This design comes from an exercise in tuning for small area, a short achievable clock period and few clock cycles per item on the open sky130 flow, not from production work.
Power is estimated from default activity; no workload was simulated.

Design evt_router_top, start of the top module:
module evt_router_top
#(
  parameter int NUM_MREGS    = 4,
  parameter int NUM_RREGS    = 16,
  parameter int NUM_CHANNELS = 8
)
(
  input  logic                        pl_clk0_buf_int,
  input  logic                        rst_n,
  input  logic                        cfg_wr,
  input  evt_router_pkg::cfg_addr_t   cfg_addr,
  input  evt_router_pkg::key_t        cfg_wdata,
  input  logic                        evt_vld,
  input  evt_router_pkg::evt_t        evt_data,
  output logic                        evt_rdy,
  output logic [NUM_CHANNELS-1:0]     ch_vld,
  output logic [NUM_CHANNELS*32-1:0] ch_key,    
  input  logic [NUM_CHANNELS-1:0]     ch_rdy,
  output evt_router_pkg::count_t      unmatched_cnt,
  output evt_router_pkg::count_t      dropped_cnt
);
  evt_router_pkg::key_t      mp_key;
  evt_router_pkg::key_t [NUM_MREGS-1:0] mp_fmsk;
  evt_router_pkg::shift_t [NUM_MREGS-1:0] mp_fsft;
  evt_router_pkg::key_t [NUM_RREGS-1:0] rt_key;
  evt_router_pkg::key_t [NUM_RREGS-1:0] rt_mask;
  evt_router_pkg::route_t [NUM_RREGS-1:0] rt_route;
  evt_router_pkg::wait_t     dw_m1;
  logic                      dw_zero;
  evt_router_pkg::key_t [NUM_CHANNELS-1:0] ch_key_a;
  assign ch_key = ch_key_a;
  logic                      go;
  logic                      go_nxt;
  logic                      map_vld;
  evt_router_pkg::key_t      map_key;
  logic                      lkp_push;
  evt_router_pkg::key_t      lkp_key;
  logic [NUM_CHANNELS-1:0]   lkp_ch;
  cfg_regs #(.NUM_MREGS (NUM_MREGS), .NUM_RREGS (NUM_RREGS)) cr (
      .pl_clk0_buf_int (pl_clk0_buf_int)
    , .rst_n           (rst_n)
    , .cfg_wr          (cfg_wr)
    , .cfg_addr        (cfg_addr)
    , .cfg_wdata       (cfg_wdata)
    , .mp_key          (mp_key)
    , .mp_fmsk         (mp_fmsk)
    , .mp_fsft         (mp_fsft)
    , .rt_key          (rt_key)
    , .rt_mask         (rt_mask)
    , .rt_route        (rt_route)
    , .dw_m1           (dw_m1)
    , .dw_zero         (dw_zero)
    );
  evt_mapper #(.NUM_MREGS (NUM_MREGS)) em (
      .pl_clk0_buf_int (pl_clk0_buf_int)
    , .rst_n           (rst_n)
    , .go              (go)
    , .go_nxt          (go_nxt)
  ...
Size in the first run: about 5300 cells after synthesis, ~1900 flip-flops.
clock: 5.5 ns
lec_check: 0
cap_margin: 20
core_margin: 2
core_utilization: 40
setup_slack_margin: 3.0
slew_margin: 20
run.sh (not shown) runs the stock make flow with config.mk's settings and CLKGATE_MAP_FILE= SYNTH_SCRIPT=/design/flow/synth_recipe.tcl, a recipe that flattens the netlist after the stock synthesis.
Then changed:
Settings changed: CORE_UTILIZATION 40 to 60.
What happened: The new run ran to the end with no violations; global-route usage rose by 14 points; synthesized cell count does not change; hold slack improved by 56 ps; routed wire length is higher by 5.1%; area after synthesis is unchanged; final cell count shrinks by 9.1%.
Function was not checked in any run of this note: the RTL went through the layout flow alone.

========
Another version of the RTL of evt_router_top (not shown whole).
For scale: ~0.076 sq mm of cells after synthesis.
// evt_router_top
module evt_router_top
#(
  parameter int NUM_MREGS    = 4,
  parameter int NUM_RREGS    = 16,
  parameter int NUM_CHANNELS = 8
)
(
  input  logic                        pl_clk0_buf_int,
  input  logic                        rst_n,
  input  logic                        cfg_wr,
  input  evt_router_pkg::cfg_addr_t   cfg_addr,
  input  evt_router_pkg::key_t        cfg_wdata,
  input  logic                        evt_vld,
  input  evt_router_pkg::evt_t        evt_data,
  output logic                        evt_rdy,
  output logic [NUM_CHANNELS-1:0]     ch_vld,
  output logic [NUM_CHANNELS*32-1:0] ch_key,    
  input  logic [NUM_CHANNELS-1:0]     ch_rdy,
  output evt_router_pkg::count_t      unmatched_cnt,
  output evt_router_pkg::count_t      dropped_cnt
);
Settings: LEC_CHECK=0, ABC_CLOCK_PERIOD_IN_PS=2500, CAP_MARGIN=20, CORE_MARGIN=2, CORE_UTILIZATION=40, SETUP_SLACK_MARGIN=2.85, SLEW_MARGIN=20, TNS_END_PERCENT=0; clock period 5.5 ns.
Then changed:
- CTS_CLUSTER_DIAMETER: unset -> 60
- CTS_CLUSTER_SIZE: unset -> 30
After rerunning:
- The changed run finished clean
- clock power decreases by about a fifth
- register-to-register slack is about the same
- power decreases by a few percent
Function was not checked in any run of this note: the RTL went through the layout flow alone.

-- afterwards: timing with drivers on the ports --
Ports are ideal in the flow. The routed layouts listed here were re-timed in OpenROAD.
Step 1 (the two cells are an assumption about what drives the block):
set clk [get_ports {pl_clk0_buf_int}]
set_driving_cell -lib_cell sky130_fd_sc_hd__clkbuf_16 $clk
set_driving_cell -lib_cell sky130_fd_sc_hd__buf_2 [delete_from_list [all_inputs] $clk]
Step 2 moves the port delays by t, midway between the first and last clock arrival at a register: inputs arrive t later, outputs are due t later. That takes back most of the time a late clock gives input paths.
Three values: ideal ports, drivers, drivers and shift; two values: the first two.
run	t (ns)	slack for setup (ns)	worst hold slack (ns)	pins driven straight from the clock port
the first run of note 1	0.915	2.074 / 2.088 / 1.213	0.330 / 0.263 / 0.472	1
the second run of note 1	0.909	1.895 / 1.895 / 1.074	0.386 / 0.327 / 0.497	1
the first run of note 2	0.921	2.383 / 2.383 / 1.546	0.325 / 0.266 / 0.453	1
the second run of note 2	0.871	2.352 / 2.392 / 1.547	0.378 / 0.316 / 0.462	1
After both steps setup and hold are still met in every run listed. The setup slack of the first run of note 1, which loses most, moves by +0.014 ns with the drivers and by -0.861 ns with both steps.
